This design comes from an exercise in tuning for small area, a short achievable clock period and few clock cycles per item on the open sky130 flow, not from production work. Where RTL was checked, it was by simulation tests only, not by an equivalence proof against the original. Power figures rest on the tool's default switching activity, not on a simulated workload.

rev 12:
==> flow/design.v (excerpt) <==
module led_chain_chase_encoder_unit (
  input  logic                          clk_i,
  input  logic                          rst_ni,
  input  logic                          psel,
  input  logic                          penable,
  input  logic                          pwrite,
  input  logic [lcce_pkg::ADDR_W-1:0]   paddr,
  input  logic [lcce_pkg::DATA_W-1:0]   pwdata,
  output logic [lcce_pkg::DATA_W-1:0]   prdata,
  output logic                          pready,
  input  logic                          in_valid_i,
  output logic                          in_stall_o,
  input  logic [lcce_pkg::STEP_W-1:0]   step_index_i,
  input  logic [7:0]                    red_i,
  input  logic [7:0]                    green_i,
  input  logic [7:0]                    blue_i,
  output logic                          out_valid_o,
  input  logic                          out_stall_i,
  output logic [7:0]                    bit7_code_o,
  output logic [7:0]                    bit6_code_o,
  output logic [7:0]                    bit5_code_o,
  output logic [7:0]                    bit4_code_o,
  output logic [7:0]                    bit3_code_o,
  output logic [7:0]                    bit2_code_o,
  output logic [7:0]                    bit1_code_o,
  output logic [7:0]                    bit0_code_o,
  output logic                          reset_slot_o,
  output logic                          last_of_frame_o
);
clock: 4.5 ns
lec_check: 0
cap_margin: 20
core_margin: 2
core_utilization: 60
cts_cluster_diameter: 80
cts_cluster_size: 24
setup_slack_margin: 2.0
slew_margin: 20
run.sh (not shown) runs the stock make flow with config.mk's settings and CLKGATE_MAP_FILE= SYNTH_SCRIPT=/design/flow/synth_recipe.tcl, a recipe that flattens the netlist after the stock synthesis.
Changes in rev 13 relative to rev 12:
diff --git a/flow/design.v b/flow/design.v
--- a/flow/design.v
+++ b/flow/design.v
@@ -32,34 +32,33 @@
   logic [7:0] bp_q, zc_q, oc_q;
   logic [3:0] ap_q;
   logic [2:0] ds_q;
   logic [7:0] rd_d, rd_q;
   logic       wr_en;
   logic       bz_q;
-  logic [4:0] wsel_q;
   assign wr_en = psel && penable && pwrite;
-  always_ff @(posedge clk_i) begin
-    for (int i = 0; i < 5; i++) wsel_q[i] <= (int'(paddr[4:2]) == i);
-  end
   always_ff @(posedge clk_i or negedge rst_ni) begin
     if (!rst_ni) begin
       bp_q <= lcce_pkg::RST_BLINK_PERIOD;
       bz_q <= 1'b0;
       ap_q <= lcce_pkg::RST_ACTIVE_PIXELS;
       ds_q <= lcce_pkg::RST_DIM_SHIFT;
       zc_q <= lcce_pkg::RST_ZERO_CODE;
       oc_q <= lcce_pkg::RST_ONE_CODE;
     end else if (wr_en) begin
-      if (wsel_q[0]) begin
-        bp_q <= pwdata[7:0];
-        bz_q <= (pwdata[7:0] == 8'd0);
-      end
-      if (wsel_q[1]) ap_q <= pwdata[3:0];
-      if (wsel_q[2]) ds_q <= pwdata[2:0];
-      if (wsel_q[3]) zc_q <= pwdata[7:0];
-      if (wsel_q[4]) oc_q <= pwdata[7:0];
+      case (paddr[4:2])
+        3'd0: begin
+          bp_q <= pwdata[7:0];
+          bz_q <= (pwdata[7:0] == 8'd0);
+        end
+        3'd1: ap_q <= pwdata[3:0];
+        3'd2: ds_q <= pwdata[2:0];
+        3'd3: zc_q <= pwdata[7:0];
+        3'd4: oc_q <= pwdata[7:0];
+        default: ;
+      endcase
     end
   end
   always_comb begin
     case (paddr[4:2])
       3'd0:    rd_d = bp_q;
       3'd1:    rd_d = {4'd0, ap_q};
@@ -231,14 +230,13 @@
   output logic        reset_slot_o
 );
   logic [3:0]  n_q, pix_q, pix_d, pix_inc;
   logic [11:0] pm_q, pm_d, inc_oh;
   logic [2:0]  sel_q, sel_d;
   logic        busy_q, busy_d, pend_q, pend_d, ov_q, ov_d, rs_q, rs_d;
-  logic [7:0]  e_q, e_d, en_q;
-  logic        rsn_q;
+  logic [7:0]  e_q, e_d, en_q, zc_q, zc_d, zcn_q;
   logic        lit_f_q, frame_lit;
   logic        out_free, at_rslot, start;
   always_ff @(posedge clk_i) begin
     n_q <= (active_pixels_i > 4'd12) ? 4'd12 : active_pixels_i;
   end
   always_ff @(posedge clk_i) begin
@@ -260,36 +258,39 @@
     pend_d = pend_q;
     pix_d  = pix_q;
     pm_d   = pm_q;
     sel_d  = sel_q;
     ov_d   = ov_q;
     e_d    = ~en_q;
-    rs_d   = ~rsn_q;
+    zc_d   = ~zcn_q;
+    rs_d   = rs_q;
     if (!busy_q) begin
       if (out_free) ov_d = 1'b0;
       if (take_i) begin
         busy_d = 1'b1;
         pix_d  = '0;
         pm_d   = 12'd1;
         sel_d  = 3'd1;
       end
     end else if (out_free) begin
       ov_d = 1'b1;
       if (at_rslot) begin
         e_d    = '0;
+        zc_d   = '0;
         rs_d   = 1'b1;
         pend_d = 1'b0;
         if (start) begin
           pix_d = '0;
           pm_d  = 12'd1;
           sel_d = 3'd1;
         end else begin
           busy_d = 1'b0;
         end
       end else begin
         e_d   = byte_i & {8{frame_lit}};
+        zc_d  = zero_code_i;
         rs_d  = 1'b0;
         sel_d = {sel_q[1:0], sel_q[2]};
         if (sel_q[2]) begin
           pix_d = pix_inc;
           pm_d  = inc_oh & flags_i;
         end
@@ -312,25 +313,22 @@
   always_ff @(posedge clk_i) begin
     pix_q <= pix_d;
     pm_q  <= pm_d;
     sel_q <= sel_d;
     e_q   <= e_d;
     en_q  <= ~e_d;
+    zc_q  <= zc_d;
+    zcn_q <= ~zc_d;
     rs_q  <= rs_d;
-    rsn_q <= ~rs_d;
   end
-  logic rd_free, rd_stall;
-  assign rd_free  = !busy_q || (at_rslot ? (!pend_q || n_q == 4'd0)
-                                         : (sel_q[2] && pix_inc == n_q && !pend_q));
-  assign rd_stall = !busy_q || (at_rslot && !pend_q);
-  assign reads_done_next_o = out_free ? rd_free : rd_stall;
+  assign reads_done_next_o = !busy_d || ((pix_d == n_q) && !pend_d);
   assign pix_sel_o    = pm_q;
   assign byte_sel_o   = sel_q;
   assign out_valid_o  = ov_q;
   assign bits_o       = e_q;
-  assign zero_code_o  = zero_code_i & {8{~rs_q}};
+  assign zero_code_o  = zc_q;
   assign reset_slot_o = rs_q;
 endmodule
 `default_nettype wire
 `default_nettype none
 module led_chain_chase_encoder_unit (
   input  logic                          clk_i,
@@ -407,13 +405,13 @@
     end else begin
       acc_q <= !acc_q && ready_next && reads_done_next;
       fix_q <= take;
     end
   end
   assign in_stall_o = !acc_q;
-  assign take       = acc_q;
+  assign take       = acc_q && in_valid_i;
   assign pixel      = {green_i >> dim_shift, red_i >> dim_shift, blue_i >> dim_shift};
   lcce_queue u_chain (
     .clk_i   (clk_i),
     .rst_ni  (rst_ni),
     .shift_i (take),
     .lit_i   (lit),
[summary]
- Every stage of the flow completed for rev 13, and the final layout passed the timing, DRC and antenna checks.
- STATUS headroom to the max-slew limit: rev 13 wins against rev 12
- Non-clock buffer count: rev 12 and rev 13 compared, higher one is rev 13
- Looking at cell-internal power, rev 13 sits 1.2% below rev 12.
- Between rev 12 and rev 13, the difference in placed cell count is negligible.
- The sequential share of layout area of rev 13 is lower than that of rev 12.
- Compared with rev 12, rev 13 shows floorplan row count that has gone up slightly.
- Side by side, critical path depth turned out higher in rev 13 than in rev 12.
- Rev 13 against rev 12: number of tapcells now sits higher; cell area now sits higher; detailed placement HPWL now sits lower.
Testbench counts of rev 13, summed over its fixed seeds: cycles 98,032, steps 4,608.
No functional check of the RTL was part of rev 12.

-- port drivers added, routing unchanged --
In the flow no input, the clock included, has a driving cell. The finished layouts below were timed again as built, in two steps. Step 1, drivers: a clkbuf_16 drives clk_i and a buf_2 each remaining input, both assumed. Step 2 times the ports against the registers' clock, not the clock port: input delays grow and output delays shrink by t, the midpoint of the rising clock arrivals with the driver on. a / b / c = ideal ports / drivers / drivers and shift; a / b = the first two.
run | t (ns) | setup WS [ns] | slew at the worst register clock pin (ns) | cell pins on the clock port's net
rev 12 | 0.588 | 1.990 / 1.937 / 1.796 | 0.10 / 0.10 | 1
rev 13 | 0.589 | 1.992 / 1.943 / 1.520 | 0.10 / 0.10 | 1
After both steps setup and hold are still met in every run listed. For rev 13, which loses most, drivers alone change the setup slack by -0.049 ns; drivers and shift together by -0.472 ns.
